Background: an optimization exercise with open tools, aiming at small area. Do not read the settings as production practice. In this exercise RTL edits were held to simulation tests only and were not proved equivalent to the original. Power figures rest on the tool's default switching activity, not on a simulated workload.

`flow/run.sh`:
```
#!/bin/bash
# synth_recipe.tcl (not shown) runs the flow's synth.tcl, then flattens the netlist and writes it again
# the make line also repeats each setting of config.mk as NAME=value (left out here)
make -C /OpenROAD-flow-scripts/flow DESIGN_CONFIG=/design/flow/config.mk WORK_HOME=/design/flow/orfs CLKGATE_MAP_FILE= SYNTH_SCRIPT=/design/flow/synth_recipe.tcl finish
```
`flow/config.mk`:
```
export PLATFORM = sky130hd
export DESIGN_NAME = regfile_scoreboard
export DESIGN_NICKNAME = regfile_scoreboard
export VERILOG_FILES = /design/flow/design.v
export SDC_FILE = /design/flow/constraint.sdc
export NUM_CORES = 4
export LEC_CHECK = 0
export CAP_MARGIN = 20
export CORE_MARGIN = 2
export CORE_UTILIZATION = 40
export SLEW_MARGIN = 20
export SYNTH_HIERARCHICAL = 1
export SYNTH_MINIMUM_KEEP_SIZE = 0
```
`flow/constraint.sdc`:
```
create_clock -name core_clock -period 10.0 [get_ports {clk}]
set_input_delay 2.0000 -clock core_clock [delete_from_list [all_inputs] [get_ports {clk}]]
set_output_delay 2.0000 -clock core_clock [all_outputs]
set_load 0.01 [all_outputs]
```
`flow/design.v`:
```
package regfile_pkg;
    localparam int          XLEN_DEF       = 32;
    localparam int          NREGS_DEF      = 32;
    localparam int          NUM_RPORTS_DEF = 2;
    localparam int          AW_DEF         = $clog2(NREGS_DEF);
    localparam int          SP_INDEX_DEF   = 2;
    localparam int unsigned SP_INIT_DEF    = 32'h0000_2ffc;
    localparam int          HALT_REG_DEF   = 17;
    localparam int unsigned HALT_CODE_DEF  = 32'd10;
    localparam bit BYPASS_EN = 1'b0;
    function automatic integer addr_width(input integer nregs);
        addr_width = $clog2(nregs);
    endfunction
endpackage
module regfile_ao3n (
    input  logic [2:0] s,
    input  logic [2:0] d,
    output logic       yn
);
    assign yn = !((s[0] & d[0]) | (s[1] & d[1]) | (s[2] & d[2]));
endmodule
module regfile_rd_bit (
    input  logic [31:1] s,
    input  logic [31:1] d,
    output logic        y
);
    logic [9:0] g_s;
    for (genvar k = 0; k < 10; k++) begin : g_grp
        regfile_ao3n u_ao (
            .s  (s[3*k+3 -: 3]),
            .d  (d[3*k+3 -: 3]),
            .yn (g_s[k])
        );
    end
    assign y = !(&g_s) | (s[31] & d[31]);
endmodule
module regfile_rd_dec
#(
    parameter int NREGS = regfile_pkg::NREGS_DEF,
    parameter int AW    = regfile_pkg::AW_DEF
) (
    input  logic [AW-1:0]    addr,
    output logic [NREGS-1:0] sel
);
    always_comb begin
        for (int r = 0; r < NREGS; r++) begin
            sel[r] = (r != 0) && (addr == AW'(r));
        end
    end
endmodule
module regfile_read_port
#(
    parameter int XLEN  = regfile_pkg::XLEN_DEF,
    parameter int NREGS = regfile_pkg::NREGS_DEF,
    parameter int AW    = regfile_pkg::AW_DEF
) (
    input  logic [AW-1:0]                addr,
    input  logic [NREGS-1:0][XLEN-1:0]   rf_view,
    input  logic [NREGS-1:0]             pending,
    output logic [XLEN-1:0]              dout,
    output logic                         busy
);
    logic [NREGS-1:0] sel_s;
    regfile_rd_dec #(.NREGS(NREGS), .AW(AW)) u_dec (.addr(addr), .sel(sel_s));
    for (genvar b = 0; b < XLEN; b++) begin : g_bit
        logic [NREGS-1:1] col_s;
        for (genvar r = 1; r < NREGS; r++) begin : g_row
            assign col_s[r] = rf_view[r][b];
        end
        regfile_rd_bit u_bit (.s(sel_s[NREGS-1:1]), .d(col_s), .y(dout[b]));
    end
    regfile_rd_bit u_busy (.s(sel_s[NREGS-1:1]), .d(pending[NREGS-1:1]), .y(busy));
endmodule
module regfile_scoreboard
#(
    parameter int          XLEN       = regfile_pkg::XLEN_DEF,
    parameter int          NREGS      = regfile_pkg::NREGS_DEF,
    parameter int          NUM_RPORTS = regfile_pkg::NUM_RPORTS_DEF,
    parameter int          SP_INDEX   = regfile_pkg::SP_INDEX_DEF,
    parameter int unsigned SP_INIT    = regfile_pkg::SP_INIT_DEF,
    parameter int          HALT_REG   = regfile_pkg::HALT_REG_DEF,
    parameter int unsigned HALT_CODE  = regfile_pkg::HALT_CODE_DEF,
    localparam int         AW         = regfile_pkg::addr_width(NREGS)
) (
    input  logic                       clk,
    input  logic                       reset,
    input  logic [NUM_RPORTS*AW-1:0]   rs_addr,
    output logic [NUM_RPORTS*XLEN-1:0] rs_dout,
    output logic [NUM_RPORTS-1:0]      rs_busy,
    input  logic                       wr_en,
    input  logic [AW-1:0]              wr_addr,
    input  logic [XLEN-1:0]            wr_data,
    input  logic                       iss_valid,
    input  logic [AW-1:0]              iss_rd,
    input  logic                       is_ecall,
    output logic                       is_halted,
    input  logic [AW-1:0]              dbg_addr,
    output logic [XLEN-1:0]            dbg_data
);
    logic [NREGS-1:0][XLEN-1:0] rf_r;
    logic [NREGS-1:0][XLEN-1:0] rf_nxt_s;
    logic [NREGS-1:0]           pending_r;
    logic [NREGS-1:0]           pending_nxt_s;
    logic [NREGS-1:0]           wsel_s;
    logic [NREGS-1:0]           isel_s;
    logic [NREGS-1:0]           we_s;
    logic [NREGS-1:0]           hold_s;
    logic                       halted_r;
    logic                       wr_ok_s;
    logic                       iss_ok_s;
    logic                       halt_hit_s;
    logic [NUM_RPORTS*XLEN-1:0] rdata_s;
    logic [NUM_RPORTS-1:0]      rbusy_s;
    logic                       dbg_busy_s;
    always_comb begin
        wr_ok_s  = wr_en && (wr_addr != {AW{1'b0}}) && !halted_r;
        iss_ok_s = iss_valid && (iss_rd != {AW{1'b0}}) && !halted_r;
        for (int r = 0; r < NREGS; r++) begin
            wsel_s[r] = wr_ok_s && (wr_addr == AW'(r));
            isel_s[r] = iss_ok_s && (iss_rd == AW'(r));
            we_s[r]   = wsel_s[r] && !reset;
            hold_s[r] = !wsel_s[r] && !reset;
        end
        pending_nxt_s = '0;
        for (int r = 1; r < NREGS; r++) begin
            pending_nxt_s[r] = !reset && (isel_s[r] || (pending_r[r] && !wsel_s[r]));
        end
        halt_hit_s = is_ecall && (rf_r[HALT_REG] == XLEN'(HALT_CODE));
    end
    assign rf_nxt_s[0] = '0;
    for (genvar r = 1; r < NREGS; r++) begin : g_wrow
        regfile_wr_row #(
            .XLEN (XLEN),
            .INIT ((r == SP_INDEX) ? XLEN'(SP_INIT) : '0)
        ) u_wrow (
            .we    (we_s[r]),
            .hold  (hold_s[r]),
            .reset (reset),
            .d     (wr_data),
            .q     (rf_r[r]),
            .nxt   (rf_nxt_s[r])
        );
    end
    always_ff @(posedge clk) begin
        for (int r = 1; r < NREGS; r++) begin
            rf_r[r]      <= rf_nxt_s[r];
            pending_r[r] <= pending_nxt_s[r];
        end
        halted_r <= !reset && (halted_r || halt_hit_s);
    end
    assign rf_r[0]      = '0;
    assign pending_r[0] = 1'b0;
    for (genvar i = 0; i < NUM_RPORTS; i++) begin : g_rport
        regfile_read_port #(
            .XLEN  (XLEN),
            .NREGS (NREGS),
            .AW    (AW)
        ) u_port (
            .addr    (rs_addr[i*AW +: AW]),
            .rf_view (rf_r),
            .pending (pending_r),
            .dout    (rdata_s[i*XLEN +: XLEN]),
            .busy    (rbusy_s[i])
        );
    end
    regfile_read_port #(
        .XLEN  (XLEN),
        .NREGS (NREGS),
        .AW    (AW)
    ) u_dbg (
        .addr    (dbg_addr),
        .rf_view (rf_r),
        .pending (pending_r),
        .dout    (dbg_data),
        .busy    (dbg_busy_s)
    );
    assign rs_dout   = rdata_s;
    assign rs_busy   = rbusy_s;
    assign is_halted = halted_r;
endmodule
module regfile_wr_row
#(
    parameter int           XLEN = regfile_pkg::XLEN_DEF,
    parameter logic [XLEN-1:0] INIT = '0
) (
    input  logic            we,
    input  logic            hold,
    input  logic            reset,
    input  logic [XLEN-1:0] d,
    input  logic [XLEN-1:0] q,
    output logic [XLEN-1:0] nxt
);
    assign nxt = (d & {XLEN{we}}) | (q & {XLEN{hold}}) | (INIT & {XLEN{reset}});
endmodule
```
==> out/results.ini, run 1 <==
[min_path]
min_path_cells=1
hold_class=flip-flop to flip-flop

[cells_and_area]
drive_above_1_share=0.144
syn_to_final_growth_pct=17.0
fillers=10400
nNetsFinal=4198
final_util=0.470

[placement]
place_congestion=1.07
io_buffers=160
dp_hpwl_mm=146

[global_route]
grt_pass1_wl_mm=351
overflow=0
grt_pass1_vias=45600
antenna_found_initial=15
track_usage=0.412
grt_max_degree=38

[floorplanning]
io_pins=161
start_util=0.401
num_rows=124
die_y_um=342
core_area_um2=114000
die_area_um2=117000
die_w_um=342

[clocking]
cts_sinks=1024
cts_resized=0
cts_max_level=3
cts_buffer_depth=3
cts_tree=done
post-cts-setup-buffer-count=0
clkLatencyLatePin_ns=0.72
path_clk_slew_ns=0.06
clockRootBuffer=clkbuf_16
cts_hold_buffers=0
numCtsBuffers=109

[sta]
rsz0062_at_grt=no
min_period_ns=8.10
slew_violations=0
slew_headroom=0.0985
finalCritPeriodShare=0.810
worst_slew_pin_slew_ns=1.35
fin_tns_setup_ns=0
setup_viol=0
finClkSkew_ns=0.0250
hold_viol=0
fmax_mhz=123

[routing]
post-route-drc-count=0
ant_nets=0
drt-initial-drc-count=18800
wl_per_cell_um=44.8
first_pass_iters=17
wirelength_mm=258
via_count=50400
viasPerCell=8.76

[synthesis]
synth_area_per_cell_um2=11.8
mappedNetlistArea_um2=45700
yosys_warnings=10
syn_nets=3947
syn_inst=3885

[flow_run]
maxCapViolations=0

[critical_path]
cp_data_required_time_ns=8.00
critical_path.endpoint_type=output pin
crit_path_max_fanout=21
path_class=input pin to output pin
critPathLaunchType=input pin
crit_arrival_ns=6.10
reg2reg_depth=7

[power_and_ir_drop]
ir_drop_mv=0.138
leakagePower_nw=18.8
p_per_area_nw_per_um2=168

[status]
status=no timing/DRC/antenna violations

## flip-flops by register name, indices dropped and copies added, names as in the netlist
register,cells
pending_r,31
halted_r,1
rf_r,992
## metal layers
| metal | wire, um | vias up | GRT usage | share of wire |
|---|---|---|---|---|
| li1 | - | 19000 | - | - |
| met1 | 89400 | 24000 | 0.522 | 0.35 |
| met2 | 96500 | 5914 | 0.539 | 0.37 |
| met3 | 48700 | 1489 | 0.197 | 0.19 |
| met4 | 22900 | 12 | 0.291 | 0.089 |
| met5 | 142 | - | 0.00817 | 0.00055 |
## cell type report
cell class	instances	area [um^2]	area share
repair buffers	352	3150	0.0589
inverters	1	3.75	0.0000701
flip-flops and latches	1024	20500	0.383
clock buffers	148	3060	0.0571
multi-input cells	2648	24300	0.454
clock inverters	53	601	0.0112
diodes	10	25.0	0.000468
well taps	1512	1890	0.0354
## power by group
part           leakage, nW  switching [mW]  internal (mW)  total, mW
Clock                 1.79            1.84           2.38       4.22
Sequential            8.26          0.0368           4.11       4.15
Combinational         8.78           0.481          0.117      0.598
## path summary, 6_finish.rpt
check | startpoint | end | slack [ns]
setup / recovery | rs_addr[3] | rs_dout[12] | 1.90
hold / removal | pending_r[17] | pending_r[17] | 0.49
hold reg to reg | pending_r[17] | pending_r[17] | 0.49
setup reg to reg | halted_r | rf_r[279] | 6.81
## stage by stage
step / instances / hold WS, ns / power [mW] / instance area, um^2 / setup WS, ns
6_report: 5748 / 0.491 / 8.97 / 53500 / 1.90
5_1_grt: 5745 / 0.501 / 9.09 / 53500 / 1.94
4_1_cts: 5731 / 0.488 / 8.89 / 53300 / 2.17
3_5_place_dp: 5530 / 0.475 / 4.78 / 49700 / 2.17
3_3_place_gp: 5530 / 0.471 / 4.78 / 49700 / 2.19
2_1_floorplan: 3885 / 0.452 / 4.44 / 45700 / 4.00
## critical path, stage by stage
cell,delay (ns)
clkdlybuf4s50_1,0.56
nand2_1,0.48
nor2_4,1.14
buf_4,0.45
a222oi_1,0.16
nand4_1,0.50
a2111o_1,0.22
clkdlybuf4s50_1,0.54
## cells in the final DEF, fill, tap and decap left out, drive strengths merged, types with 7 or more instances in the layout
| master | instances |
|---|---|
| a2111o | 98 |
| a221o | 11 |
| a222oi | 980 |
| a22o | 987 |
| a31oi | 28 |
| a32o | 7 |
| buf | 193 |
| bufinv | 9 |
| clkbuf | 148 |
| clkdlybuf4s50 | 159 |
| clkinv | 30 |
| clkinvlp | 9 |
| dfxtp | 1024 |
| diode | 10 |
| nand2 | 119 |
| nand2b | 15 |
| nand3b | 9 |
| nand4 | 197 |
| nor2 | 122 |
| nor2b | 9 |
| o2bb2ai | 18 |
| or3b | 9 |
==> run 2: changes to the inputs <==
==> flow/flow/run.sh (new file) <==
#!/bin/bash
# Standard ORFS layout; the only change is the cell used for the port buffers
# (buf_1 instead of the default pick). Tool logs stay under orfs/logs; the make
# output is also kept in flow_make.log.
set -euo pipefail
bash standard.sh "BUFFER_PORTS_ARGS=-buffer_cell sky130_fd_sc_hd__buf_1" finish > flow_make.log 2>&1
==> flow/standard.sh (new file) <==
#!/bin/bash
# synth_recipe.tcl (not shown) runs the flow's synth.tcl, then flattens the netlist and writes it again
# the make line also repeats each setting of config.mk as NAME=value (left out here)
make -C /OpenROAD-flow-scripts/flow DESIGN_CONFIG=/design/flow/config.mk WORK_HOME=/design/flow/orfs CLKGATE_MAP_FILE= SYNTH_SCRIPT=/design/flow/synth_recipe.tcl "${@:-finish}"
--- a/flow/config.mk
+++ b/flow/config.mk
@@ -9,4 +9,6 @@
 export CORE_MARGIN = 2
 export CORE_UTILIZATION = 40
+export CTS_CLUSTER_DIAMETER = 80
+export CTS_CLUSTER_SIZE = 25
 export SLEW_MARGIN = 20
 export SYNTH_HIERARCHICAL = 1
removed: flow/run.sh
==> run 2 against run 1 <==
Design area shrank 6.1%. Clock-buffer cell count decreased by 91. Synthesized cell count did not move. Largest cell class unchanged. Worst setup slack gained 0.76 ns.
==> out/results.ini, run 2 <==
[cells_and_area]
drive_above_1_share=0.122  ; -0.0225
final_cell_mix=1024 x dfxtp_1, 980 x a222oi_1, 927 x a22o_1, 197 x nand4_1, 172 x buf_4
largest_register_ffs=992  ; unchanged
nNetsFinal=4120  ; -1.9%
top_register=rf_r
finalNonFillerCells=5602  ; -2.5%
multiInputGateArea_um2=24300  ; about the same
top_regs=rf_r: 992 flops, pending_r: 31 flops, halted_r: 1 flops
syn_to_final_growth_pct=9.84
fillers=10700  ; +3.5%
layout_commonest_cell=dfxtp_1
regArea_um2=20500  ; unchanged

[power_and_ir_drop]
p_per_area_nw_per_um2=145  ; -14%
internal_power_mw=5.28  ; -20%
p_clk_frac=0.352  ; -0.119
total_power_mw=7.27  ; -19%
switching_share=0.274  ; +0.0113
ir_drop_mv=0.147  ; +6.7%
combPwrFrac=0.078  ; +0.011
switchingPower_mw=1.99  ; -15%
seqPwrFrac=0.570  ; +0.107
leakagePower_nw=17.4  ; -7.8%

[synthesis]
syn_inst=3885  ; unchanged
synth_area_per_cell_um2=11.8  ; unchanged
yosys_warnings=10  ; unchanged
mappedNetlistArea_um2=45700  ; unchanged
syn_nets=3947  ; unchanged

[status]
status=no timing/DRC/antenna violations

[routing]
via_count=49600  ; -1.6%
drt-initial-drc-count=19000  ; +1.1%
wl_per_cell_um=45.3  ; +1.0%
ant_nets=0  ; unchanged
post-route-drc-count=0  ; unchanged
first_pass_iters=27  ; +10
wirelength_mm=254  ; -1.5%
viasPerCell=8.85  ; +0.96%

[sta]
fmax_mhz=136  ; +10%
setup_slack_ns=2.66  ; +0.765 ns
setup_viol=0  ; unchanged
slew_headroom=0.138  ; +0.0400
rsz0062_at_grt=no
hold_viol=0  ; unchanged
fin_tns_setup_ns=0  ; unchanged
slew_violations=0  ; unchanged
worst_slew_pin_slew_ns=1.29  ; -0.0598 ns
min_period_ns=7.34  ; -0.765 ns
finalCritPeriodShare=0.734  ; -0.0765
finClkSkew_ns=0.0202  ; -0.00484 ns

[critical_path]
r2r_end=rf_r[272]
r2r_start=halted_r
r2r_setup_slack_ns=6.57  ; -0.24 ns
reg2reg_depth=6  ; -1
crit_arrival_ns=5.34  ; -0.76 ns
path_class=input pin to output pin
crit_path_max_fanout=24  ; +14%
critical_path.endpoint_type=output pin
cp_data_required_time_ns=8.00  ; about the same
critPathLaunchType=input pin

[placement]
post-place-ws_ns=2.98  ; +0.811 ns
dp_hpwl_mm=139  ; -4.8%
io_buffers=160  ; unchanged
dp_cells=5517  ; -0.24%
place_congestion=1.00  ; -6.2%

[clocking]
cts_sinks=1024  ; unchanged
cts_tree=done
clkLatencyLatePin_ns=0.71  ; about the same
path_clk_slew_ns=0.10  ; +0.04 ns
clockRootBuffer=clkbuf_16
numCtsBuffers=50  ; -54%
cts_resized=0  ; unchanged
post-cts-setup-buffer-count=0  ; unchanged
cts_max_level=2  ; -1
cts_hold_buffers=0  ; unchanged
cts_buffer_depth=3  ; unchanged

[min_path]
hold_class=flip-flop to flip-flop
min_from=pending_r[5]
min_to=pending_r[5]
min_path_cells=1  ; unchanged

[floorplanning]
start_util=0.401  ; unchanged
die_y_um=342  ; unchanged
die_w_um=342  ; unchanged
num_rows=124  ; unchanged
io_pins=161  ; unchanged
die_area_um2=117000  ; unchanged
core_area_um2=114000  ; unchanged

[global_route]
grt_pass1_vias=45200  ; -0.92%
track_usage=0.407  ; -0.00522
grtUsageMet3=0.209  ; +0.0119
use_met2=0.538  ; -0.00177
met1_usage=0.501  ; -0.0208
overflow=0  ; unchanged
grt_max_degree=34  ; -11%
grt_pass1_wl_mm=346  ; -1.3%
top_usage_layer=met2
antenna_found_initial=20  ; +5

[flow_run]
maxCapViolations=0  ; unchanged

[run 2: power by group through the flow]
stage / clock network [mW] / logic, mW / registers, mW
6_report: 2.56 / 0.566 / 4.14
5_1_grt: 2.68 / 0.549 / 4.15
4_1_cts: 2.53 / 0.519 / 4.14
3_5_place_dp: 0 / 0.519 / 4.23
3_3_place_gp: 0 / 0.516 / 4.23
2_1_floorplan: 0 / 0.219 / 4.23
[run 2: through the flow]
stage	hold WS (ns)	cell area, um^2	util
after floorplan	0.452	45700	-
after global placement	0.466	48600	0.427
after detailed placement	0.470	48600	0.427
after CTS	0.489	50200	0.441
after global routing	0.514	50200	0.441
final	0.490	50200	0.441
[run 2: worst max-delay path by stage]
stage          depth (start not counted)          end  slack [ns]  startpoint
3_3_place_gp                           8  rs_dout[21]        3.02  rs_addr[4]
2_1_floorplan                          6   rs_busy[0]        4.00  rs_addr[4]
3_5_place_dp                           8  rs_dout[21]        2.98  rs_addr[4]
4_1_cts                                8  rs_dout[21]        2.98  rs_addr[4]
5_1_grt                                8  rs_dout[28]        2.67  rs_addr[4]
6_report                               8  rs_dout[28]        2.66  rs_addr[4]
[run 2: layout make-up]
type | count | share of cell area
Tap cell | 1512 | 0.0377
Sequential cell | 1024 | 0.408
Antenna cell | 12 | 0.000598
Clock buffer | 57 | 0.0275
Inverter | 1 | 0.0000747
Clock inverter | 15 | 0.00386
Timing Repair Buffer | 333 | 0.0385
Multi-Input combinational cell | 2648 | 0.484
[run 2: layer usage]
metal	vias up	wire length (um)
met5	-	413
met4	28	22100
met3	1482	48600
met2	5839	95300
met1	23500	87200
li1	18700	-
[run 2: worst max-delay path: stages]
cell	delay [ns]
buf_1	0.27
nand2b_1	0.72
nor2_4	0.21
buf_4	0.35
a222oi_1	0.36
nand4_1	0.63
a2111o_1	0.60
buf_1	0.17
==> run 3: changes to the inputs <==
--- a/flow/design.v
+++ b/flow/design.v
@@ -35,4 +35,18 @@
     assign y = !(&g_s) | (s[31] & d[31]);
 endmodule
+module regfile_and2 (
+    input  logic a,
+    input  logic b,
+    output logic y
+);
+    assign y = a & b;
+endmodule
+module regfile_nand2 (
+    input  logic a,
+    input  logic b,
+    output logic y
+);
+    assign y = !(a & b);
+endmodule
 module regfile_rd_dec
 #(
@@ -43,8 +57,13 @@
     output logic [NREGS-1:0] sel
 );
+    logic [3:0] hi_s;
+    logic [7:0] lo_s;
     always_comb begin
-        for (int r = 0; r < NREGS; r++) begin
-            sel[r] = (r != 0) && (addr == AW'(r));
-        end
+        for (int j = 0; j < 4; j++) hi_s[j] = (addr[4:3] == 2'(j));
+        for (int i = 0; i < 8; i++) lo_s[i] = (addr[2:0] == 3'(i));
+    end
+    assign sel[0] = 1'b0;
+    for (genvar r = 1; r < NREGS; r++) begin : g_sel
+        regfile_and2 u_and (.a(hi_s[r / 8]), .b(lo_s[r % 8]), .y(sel[r]));
     end
 endmodule
@@ -119,6 +138,4 @@
             wsel_s[r] = wr_ok_s && (wr_addr == AW'(r));
             isel_s[r] = iss_ok_s && (iss_rd == AW'(r));
-            we_s[r]   = wsel_s[r] && !reset;
-            hold_s[r] = !wsel_s[r] && !reset;
         end
         pending_nxt_s = '0;
@@ -127,4 +144,22 @@
         end
         halt_hit_s = is_ecall && (rf_r[HALT_REG] == XLEN'(HALT_CODE));
+    end
+    logic [3:0] whi_s;
+    logic [7:0] wlo_s;
+    logic       nrst_s;
+    always_comb begin
+        for (int j = 0; j < 4; j++) whi_s[j] = wr_ok_s && (wr_addr[4:3] == 2'(j));
+        for (int i = 0; i < 8; i++) wlo_s[i] = (wr_addr[2:0] == 3'(i));
+        nrst_s = !reset;
+    end
+    assign we_s[0]   = 1'b0;
+    assign hold_s[0] = 1'b0;
+    for (genvar r = 1; r < NREGS; r++) begin : g_strobe
+        logic wsel_n_s;
+        logic we_pre_s;
+        regfile_and2  u_wsel (.a(whi_s[r / 8]), .b(wlo_s[r % 8]), .y(we_pre_s));
+        regfile_nand2 u_nsel (.a(whi_s[r / 8]), .b(wlo_s[r % 8]), .y(wsel_n_s));
+        regfile_and2  u_we   (.a(we_pre_s), .b(nrst_s), .y(we_s[r]));
+        regfile_and2  u_hold (.a(wsel_n_s), .b(nrst_s), .y(hold_s[r]));
     end
     assign rf_nxt_s[0] = '0;
==> run 3 against run 2 <==
Via count decreased by 0.10%. Fmax increased by 1.6%. Design area decreased by 2.2%. Critical path depth unchanged. Largest cell class unchanged. Clock power about the same.
==> out/results.ini, run 3 <==
[status]
status=no timing/DRC/antenna violations

[critical_path]
cp_data_required_time_ns=8.00  ; about the same
r2r_end=rf_r[106]
r2r_start=halted_r
slowest_stage=a222oi_1
path_class=input pin to output pin
critPathLaunchType=input pin
crit_path_max_fanout=33  ; +38%
critical_path.endpoint_type=output pin
r2r_setup_slack_ns=6.21  ; -0.36 ns
reg2reg_depth=6  ; unchanged
slowest_delay_ns=0.73  ; about the same
crit_arrival_ns=5.22  ; -0.12 ns
cp_cell_sequence=buf_1, and3b_2, and2_2, buf_4, a222oi_1, nand4_1, a2111o_1, buf_1
crit_path_frequent_cell=buf_1

[sta]
worst_slew_pin_slew_ns=1.39  ; +0.0989 ns
fmax_mhz=138  ; +1.6%
hold_viol=0  ; unchanged
rsz0062_at_grt=no
finClkSkew_ns=0.0264  ; +0.00622 ns
fin_tns_setup_ns=0  ; unchanged
setup_viol=0  ; unchanged
finalCritPeriodShare=0.722  ; -0.0116
slew_headroom=0.0746  ; -0.0639
setup_slack_ns=2.78  ; +0.116 ns
slew_violations=0  ; unchanged
min_period_ns=7.22  ; -0.116 ns

[floorplanning]
num_rows=124  ; unchanged
start_util=0.404  ; +0.00277
die_y_um=344  ; +0.61%
core_area_um2=115000  ; +0.55%
die_w_um=344  ; +0.61%
die_area_um2=118000  ; +1.2%
io_pins=161  ; unchanged

[synthesis]
mappedNetlistArea_um2=46300  ; +1.2%
synth_area_per_cell_um2=11.6  ; -1.4%
syn_nets=4050  ; +2.6%
yosys_warnings=10  ; unchanged
syn_inst=3988  ; +2.7%

[power_and_ir_drop]
combPwrFrac=0.070  ; -0.008
p_clk_frac=0.353  ; about the same
internal_power_mw=5.21  ; -1.3%
switchingPower_mw=1.98  ; -0.77%
switching_share=0.275  ; +0.000995
seqPwrFrac=0.576  ; +0.006
total_power_mw=7.19  ; -1.1%
p_per_area_nw_per_um2=146  ; +1.1%
leakagePower_nw=17.4  ; about the same
ir_drop_mv=0.129  ; -12%

[routing]
first_pass_iters=17  ; -37%
drt-initial-drc-count=17500  ; -7.6%
wirelength_mm=253  ; -0.36%
wl_per_cell_um=45.0  ; -0.66%
via_count=49500  ; -0.10%
ant_nets=0  ; unchanged
viasPerCell=8.81  ; -0.41%
post-route-drc-count=0  ; unchanged

[global_route]
grt_max_degree=63  ; +85%
grt_pass1_wl_mm=345  ; -0.29%
track_usage=0.403  ; -0.00369
overflow=0  ; unchanged
antenna_found_initial=14  ; -30%
grt_pass1_vias=44700  ; -1.2%

[cells_and_area]
syn_to_final_growth_pct=6.06
layout_commonest_cell=dfxtp_1
final_cell_mix=1024 x dfxtp_1, 980 x a222oi_1, 921 x a22o_1, 199 x nand4_1, 145 x buf_1
top_register=rf_r
final_util=0.429  ; -0.0122
drive_above_1_share=0.0959  ; -0.0258
nNetsFinal=4139  ; +0.46%
largest_register_ffs=992  ; unchanged
finalNonFillerCells=5619  ; +0.30%
top_regs=rf_r: 992 flops, pending_r: 31 flops, halted_r: 1 flops

[clocking]
cts_hold_buffers=0  ; unchanged
clkLatencyLatePin_ns=0.72  ; about the same
path_clk_slew_ns=0.09  ; about the same
clockRootBuffer=clkbuf_16
cts_resized=0  ; unchanged
post-cts-setup-buffer-count=0  ; unchanged
cts_max_level=2  ; unchanged
cts_buffer_depth=3  ; unchanged
cts_sinks=1024  ; unchanged
numCtsBuffers=51  ; +2.0%
cts_tree=done

[placement]
post-place-ws_ns=3.23  ; +0.246 ns
place_congestion=0.982  ; -2.0%
io_buffers=160  ; unchanged
dp_cells=5533  ; +0.29%
dp_hpwl_mm=136  ; -2.1%

[min_path]
min_to=pending_r[6]
hold_class=flip-flop to flip-flop
min_path_cells=2  ; +1
min_from=pending_r[6]

[flow_run]
maxCapViolations=0  ; unchanged

## run 3: per-stage QoR
| stage | hold slack, ns | area, um^2 |
|---|---|---|
| floorplan | 0.454 | 46300 |
| global placement | 0.473 | 47400 |
| detailed placement | 0.480 | 47400 |
| CTS | 0.492 | 49000 |
| global route | 0.513 | 49100 |
| finish | 0.502 | 49100 |
## run 3: routing by layer
| layer | part of all wire | up-vias | track usage |
|---|---|---|---|
| met1 | 0.35 | 23800 | 0.510 |
| met2 | 0.37 | 5670 | 0.527 |
| met4 | 0.076 | 24 | 0.245 |
| met5 | 0.0015 | - | 0.00521 |
| met3 | 0.20 | 1210 | 0.220 |
| li1 | - | 18800 | - |
## run 3: worst max-delay path: cells and delay by family
kind                   cells  cell delay [ns]
AO/OA/AOI/OAI              2             1.38
buffers and inverters      3             0.66
AND/OR/NAND/NOR            3             1.12
## run 3: cell type report
type	count	area, um^2
timing repair buffer	237	1230
clock inverter	16	185
inverter	14	52.6
tap	1512	1890
multi-input combinational	2749	23800
clock buffer	59	1380
fill	10900	65400
sequential	1024	20500
antenna	8	20.0
## run 3: worst max path at each step
stage | from | to | slack, ns | depth (start not counted)
after floorplan | rs_addr[3] | rs_busy[0] | 4.50 | 5
after global placement | rs_addr[0] | rs_dout[19] | 3.16 | 7
after detailed placement | rs_addr[0] | rs_dout[20] | 3.23 | 7
after CTS | rs_addr[0] | rs_dout[1] | 3.19 | 7
after global routing | rs_addr[7] | rs_dout[41] | 2.81 | 8
final | rs_addr[7] | rs_dout[41] | 2.78 | 8
## run 3: power groups by stage
stage               Clock, mW  Sequential [mW]  Combinational, mW
global placement            0             4.23              0.455
finish                   2.54             4.14              0.506
floorplan                   0             4.23              0.210
global route             2.66             4.15              0.490
detailed placement          0             4.23              0.458
CTS                      2.52             4.14              0.457
==> run 4: changes to the inputs <==
==> flow/flow/run.sh (replaced) <==
#!/bin/bash
# Standard ORFS layout with two changes: the port buffers use buf_1 instead of
# the default pick, and clock tree synthesis inserts no dummy loads (same
# clustering as config.mk's CTS_CLUSTER_SIZE / CTS_CLUSTER_DIAMETER). Tool logs
# stay under orfs/logs; the make output is also kept in flow_make.log.
set -euo pipefail
bash standard.sh \
  "BUFFER_PORTS_ARGS=-buffer_cell sky130_fd_sc_hd__buf_1" \
  "CTS_ARGS=-sink_clustering_enable -repair_clock_nets -sink_clustering_size 25 -sink_clustering_max_diameter 80 -dont_use_dummy_load" \
  finish > flow_make.log 2>&1
==> run 4 against run 3 <==
Via count down 0.27%. Sequential share of layout area up 0.28 points. Sequential power about the same. Sequential cell count unchanged. Clock-buffer cell count down 8. Highest routed layer unchanged. Largest power group unchanged. Utilization down 0.28 points.
==> out/results.ini, run 4 <==
[synthesis]
syn_inst=3988  ; unchanged
syn_nets=4050  ; unchanged
yosys_warnings=10  ; unchanged
mappedNetlistArea_um2=46300  ; unchanged
synth_area_per_cell_um2=11.6  ; unchanged

[routing]
drt-initial-drc-count=17600  ; +0.11%
wl_per_cell_um=45.2  ; +0.52%
viasPerCell=8.83  ; +0.28%
first_pass_iters=17  ; unchanged
wirelength_mm=253  ; about the same
post-route-drc-count=0  ; unchanged
via_count=49400  ; -0.27%
ant_nets=0  ; unchanged

[floorplanning]
die_w_um=344  ; unchanged
core_area_um2=115000  ; unchanged
start_util=0.404  ; unchanged
io_pins=161  ; unchanged
num_rows=124  ; unchanged
die_y_um=344  ; unchanged
die_area_um2=118000  ; unchanged

[critical_path]
slowest_stage=a222oi_1
r2r_setup_slack_ns=6.19  ; -0.02 ns
crit_path_frequent_cell=buf_1
r2r_end=rf_r[172]
slowest_delay_ns=0.68  ; -0.05 ns
crit_family=compound AO/OA/AOI/OAI gates
crit_path_max_fanout=32  ; -3.0%
critical_path.endpoint_type=output pin
r2r_start=halted_r
cp_cell_sequence=buf_1, and3b_2, and2_2, buf_4, a222oi_1, nand4_1, a2111o_1, buf_1
critPathLaunchType=input pin
crit_arrival_ns=5.20  ; -0.02 ns
critPathBufInv=3  ; unchanged
path_class=input pin to output pin
reg2reg_depth=6  ; unchanged
cp_data_required_time_ns=8.00  ; about the same

[cells_and_area]
layout_commonest_cell=dfxtp_1
final_util=0.426  ; -0.00281
syn_to_final_growth_pct=5.36
nNetsFinal=4138  ; -0.024%
multiInputGateArea_um2=23800  ; about the same
top_register=rf_r
final_cell_mix=1024 x dfxtp_1, 980 x a222oi_1, 921 x a22o_1, 199 x nand4_1, 145 x buf_1
fillers=10900  ; +0.064%
drive_above_1_share=0.0911  ; -0.00481
largest_register_ffs=992  ; unchanged
top_regs=rf_r: 992 flops, pending_r: 31 flops, halted_r: 1 flops
regArea_um2=20500  ; unchanged

[min_path]
min_from=pending_r[6]
min_path_cells=2  ; unchanged
min_to=pending_r[6]
hold_class=flip-flop to flip-flop

[sta]
worst_slew_pin_slew_ns=1.41  ; +0.0254 ns
finalCritPeriodShare=0.720  ; -0.00192
fmax_mhz=139  ; +0.27%
fin_tns_setup_ns=0  ; unchanged
slew_violations=0  ; unchanged
finClkSkew_ns=0.0606  ; +0.0342 ns
min_period_ns=7.20  ; -0.0192 ns
setup_viol=0  ; unchanged
slew_headroom=0.0577  ; -0.0169
rsz0062_at_grt=no
hold_viol=0  ; unchanged

[clocking]
cts_buffer_depth=3  ; unchanged
cts_max_level=2  ; unchanged
clockRootBuffer=clkbuf_16
cts_sinks=1024  ; unchanged
post-cts-setup-buffer-count=0  ; unchanged
path_clk_slew_ns=0.07  ; -0.02 ns
cts_resized=0  ; unchanged
clkLatencyLatePin_ns=0.72  ; about the same
numCtsBuffers=51  ; unchanged
cts_hold_buffers=0  ; unchanged
cts_tree=done

[power_and_ir_drop]
leakagePower_nw=17.2  ; -0.76%
p_per_area_nw_per_um2=143  ; -2.2%
ir_drop_mv=0.128  ; -0.72%

[global_route]
overflow=0  ; unchanged
grt_pass1_vias=44700  ; +0.020%
antenna_found_initial=10  ; -4
track_usage=0.404  ; +0.000738
grt_pass1_wl_mm=346  ; +0.18%
grt_max_degree=63  ; unchanged

[flow_run]
maxCapViolations=0  ; unchanged

[placement]
dp_hpwl_mm=136  ; unchanged
place_congestion=0.982  ; unchanged
io_buffers=160  ; unchanged

[status]
status=no timing/DRC/antenna violations

==> run 4: metal layers <==
layer	share of wire	routed length, um	global-route usage
met1	0.36	89800	0.515
met2	0.37	94500	0.530
met3	0.19	49000	0.215
met4	0.076	19200	0.240
met5	0.00046	117	0.000801
==> run 4: final cells by class <==
class / count / area share
clock buffers: 51 / 0.0262
repair buffers: 236 / 0.0249
multi-input cells: 2749 / 0.489
diodes: 2 / 0.000103
inverters: 14 / 0.00108
flip-flops and latches: 1024 / 0.420
well taps: 1512 / 0.0388
==> run 4: power breakdown <==
part	total, mW	leakage (nW)	internal (mW)	switching [mW]
Sequential	4.14	8.26	4.11	0.0354
Clock	2.33	0.628	0.910	1.42
Combinational	0.507	8.34	0.0706	0.436
==> run 4: worst max path at each step <==
| stage | cells past startpoint | slack, ns | start | endpoint |
|---|---|---|---|---|
| 3_5_place_dp | 7 | 3.23 | rs_addr[0] | rs_dout[20] |
| 6_report | 8 | 2.80 | dbg_addr[2] | dbg_data[4] |
| 5_1_grt | 8 | 2.79 | rs_addr[7] | rs_dout[41] |
| 3_3_place_gp | 7 | 3.16 | rs_addr[0] | rs_dout[19] |
| 2_1_floorplan | 5 | 4.50 | rs_addr[3] | rs_busy[0] |
| 4_1_cts | 7 | 3.19 | rs_addr[0] | rs_dout[1] |
==> run 4: stage by stage <==
step           instance area (um^2)  hold WS, ns  power, mW  instances  setup slack [ns]
2_1_floorplan                 46300        0.454       4.44       3988              4.50
3_5_place_dp                  47400        0.480       4.69       5533              3.23
4_1_cts                       48700        0.490       6.90       5584              3.19
5_1_grt                       48800        0.510       7.08       5586              2.79
6_report                      48800        0.498       6.98       5588              2.80
3_3_place_gp                  47400        0.473       4.69       5533              3.16
==> run 4: worst min-delay path, stage by stage (launching register included) <==
cell,delay [ns]
dfxtp_1,0.34
o21ai_2,0.06
a21oi_1,0.06
==> run 5: changes to the inputs <==
--- a/flow/config.mk
+++ b/flow/config.mk
@@ -8,5 +8,5 @@
 export CAP_MARGIN = 20
 export CORE_MARGIN = 2
-export CORE_UTILIZATION = 40
+export CORE_UTILIZATION = 46
 export CTS_CLUSTER_DIAMETER = 80
 export CTS_CLUSTER_SIZE = 25
==> run 5 against run 4 <==
Global-route usage increased by 5.4 points. Die area decreased by 13%. Sequential power about the same. Largest cell class unchanged.
==> out/results.ini, run 5 <==
[status]
status=no timing/DRC/antenna violations

[critical_path]
r2r_setup_slack_ns=6.22  ; +0.03 ns
r2r_end=rf_r[204]
crit_arrival_ns=5.22  ; +0.02 ns
critical_path.endpoint_type=output pin
path_class=input pin to output pin
critPathLaunchType=input pin
cp_data_required_time_ns=8.00  ; about the same
worstSetupStartpoint=rs_addr[5]
crit_path_max_fanout=33  ; +3.1%
reg2reg_depth=7  ; +1
r2r_start=halted_r

[floorplanning]
die_area_um2=103000  ; -13%
die_y_um=321  ; -6.7%
io_pins=161  ; unchanged
num_rows=116  ; -6.5%
die_w_um=321  ; -6.7%
start_util=0.464  ; +0.0593
core_area_um2=99900  ; -13%

[clocking]
numCtsBuffers=52  ; +2.0%
cts_buffer_depth=3  ; unchanged
cts_sinks=1024  ; unchanged
cts_max_level=2  ; unchanged
clkLatencyLatePin_ns=0.74  ; +0.02 ns
clockRootBuffer=clkbuf_16
cts_hold_buffers=0  ; unchanged
path_clk_slew_ns=0.09  ; +0.02 ns
cts_tree=done
cts_resized=0  ; unchanged
post-cts-setup-buffer-count=0  ; unchanged

[global_route]
grt_pass1_vias=45000  ; +0.60%
overflow=0  ; unchanged
track_usage=0.458  ; +0.0544
grt_pass1_wl_mm=342  ; -0.91%
grt_max_degree=63  ; unchanged
antenna_found_initial=6  ; -4

[placement]
dp_cells=5336  ; -3.6%
place_congestion=1.05  ; +6.7%
dp_hpwl_mm=134  ; -1.8%
io_buffers=160  ; unchanged

[sta]
finalCritPeriodShare=0.722  ; +0.00162
hold_ws_ns=0.489  ; -0.00912 ns
min_period_ns=7.22  ; +0.0162 ns
fmax_mhz=139  ; -0.22%
finClkSkew_ns=0.0545  ; -0.00611 ns
worst_slew_pin_slew_ns=1.36  ; -0.0575 ns
rsz0062_at_grt=no
slew_headroom=0.0960  ; +0.0383
hold_viol=0  ; unchanged
fin_tns_setup_ns=0  ; unchanged
setup_viol=0  ; unchanged
slew_violations=0  ; unchanged

[routing]
ant_nets=0  ; unchanged
wl_per_cell_um=46.6  ; +3.1%
wirelength_mm=252  ; -0.43%
drt-initial-drc-count=18400  ; +4.8%
first_pass_iters=22  ; +5
via_count=49500  ; +0.21%
viasPerCell=9.17  ; +3.8%
post-route-drc-count=0  ; unchanged

[min_path]
min_to=pending_r[5]
min_path_cells=2  ; unchanged
hold_class=flip-flop to flip-flop
min_from=pending_r[5]

[synthesis]
yosys_warnings=10  ; unchanged
synth_area_per_cell_um2=11.6  ; unchanged
syn_nets=4050  ; unchanged
mappedNetlistArea_um2=46300  ; unchanged
syn_inst=3988  ; unchanged

[cells_and_area]
top_register=rf_r
finalNonFillerCells=5396  ; -3.4%
drive_above_1_share=0.0914  ; +0.000288
top_regs=rf_r: 992 flops, pending_r: 31 flops, halted_r: 1 flops
final_cell_mix=1024 x dfxtp_1, 980 x a222oi_1, 921 x a22o_1, 199 x nand4_1, 154 x buf_1
largest_register_ffs=992  ; unchanged
syn_to_final_growth_pct=5.20
nNetsFinal=4158  ; +0.48%
layout_commonest_cell=dfxtp_1

[flow_run]
maxCapViolations=0  ; unchanged

[power_and_ir_drop]
leakagePower_nw=17.3  ; +0.47%
ir_drop_mv=0.134  ; +4.8%
p_per_area_nw_per_um2=144  ; +0.36%

run 5: per-layer routing:
| layer | track usage | share of wire | vias up |
|---|---|---|---|
| met5 | 0.0123 | 0.00097 | - |
| met4 | 0.337 | 0.090 | 14 |
| met3 | 0.223 | 0.18 | 1424 |
| met2 | 0.606 | 0.38 | 5621 |
| met1 | 0.568 | 0.35 | 23600 |
| li1 | - | - | 18800 |
run 5: critical path, cell delays in order:
cell and delay, ns:
buf_1 0.23, nor3b_1 0.66, and2_2 1.16, a222oi_1 0.29, nand4_1 0.41, a2111o_1 0.26, buf_1 0.19
run 5: worst max path at each step:
stage | slack, ns | to
after floorplan | 4.50 | rs_busy[0]
after global placement | 3.20 | rs_dout[33]
after detailed placement | 3.18 | rs_dout[33]
after CTS | 3.18 | rs_dout[33]
after global routing | 2.90 | rs_dout[38]
final | 2.78 | rs_dout[38]
run 5: cell type report:
class                           count  area (um^2)
Antenna cell                        4         10.0
Clock buffer                       52         1300
Timing Repair Buffer              255         1400
Fill cell                        9056        51200
Tap cell                         1298         1620
Sequential cell                  1024        20500
Multi-Input combinational cell   2749        23800
Inverter                           14         52.6
run 5: power breakdown:
group,internal [mW],switching (mW),total [mW]
registers,4.11,0.0358,4.14
clock network,0.927,1.42,2.35
logic,0.0736,0.434,0.507
run 5: metrics by stage:
step | utilization | worst slack (ns) | power [mW] | cell area, um^2
3_5_place_dp | 0.473 | 3.18 | 4.69 | 47300
5_1_grt | 0.488 | 2.90 | 7.08 | 48700
3_3_place_gp | 0.473 | 3.20 | 4.69 | 47200
2_1_floorplan | - | 4.50 | 4.44 | 46300
4_1_cts | 0.486 | 3.18 | 6.91 | 48600
6_report | 0.488 | 2.78 | 7.00 | 48700

## what the ideal ports hide
How much do the figures lean on ideal ports? The routed layouts below were timed once more, with nothing changed but the port constraints. Step 1 assumes that a clkbuf_16 drives the clock port and a buf_2 every other input. Step 2 adds t to the input delays and takes it off the output delays; t is the mean of the earliest and latest rising clock arrival at the registers after step 1. Input paths then give back, and output paths get back, about the clock's delay inside the block. a / b / c = ideal / step 1 / step 2; a / b = the first two.
run | t, ns | setup WS [ns] | hold slack, ns | slew at the worst register clock pin (ns)
run 1 | 0.795 | 1.896 / 1.791 / 1.791 | 0.491 / 0.491 / 0.491 | 0.07 / 0.07
run 2 | 0.780 | 2.661 / 2.637 / 2.637 | 0.490 / 0.490 / 0.490 | 0.11 / 0.11
run 3 | 0.784 | 2.777 / 2.713 / 2.713 | 0.502 / 0.502 / 0.502 | 0.11 / 0.11
run 4 | 0.770 | 2.796 / 2.723 / 2.723 | 0.498 / 0.498 / 0.498 | 0.11 / 0.11
run 5 | 0.778 | 2.780 / 2.746 / 2.746 | 0.489 / 0.489 / 0.489 | 0.11 / 0.11
After both steps setup and hold are still met in every run listed. The setup slack of run 1, which loses most, moves by -0.105 ns with the drivers and by -0.105 ns with both steps.
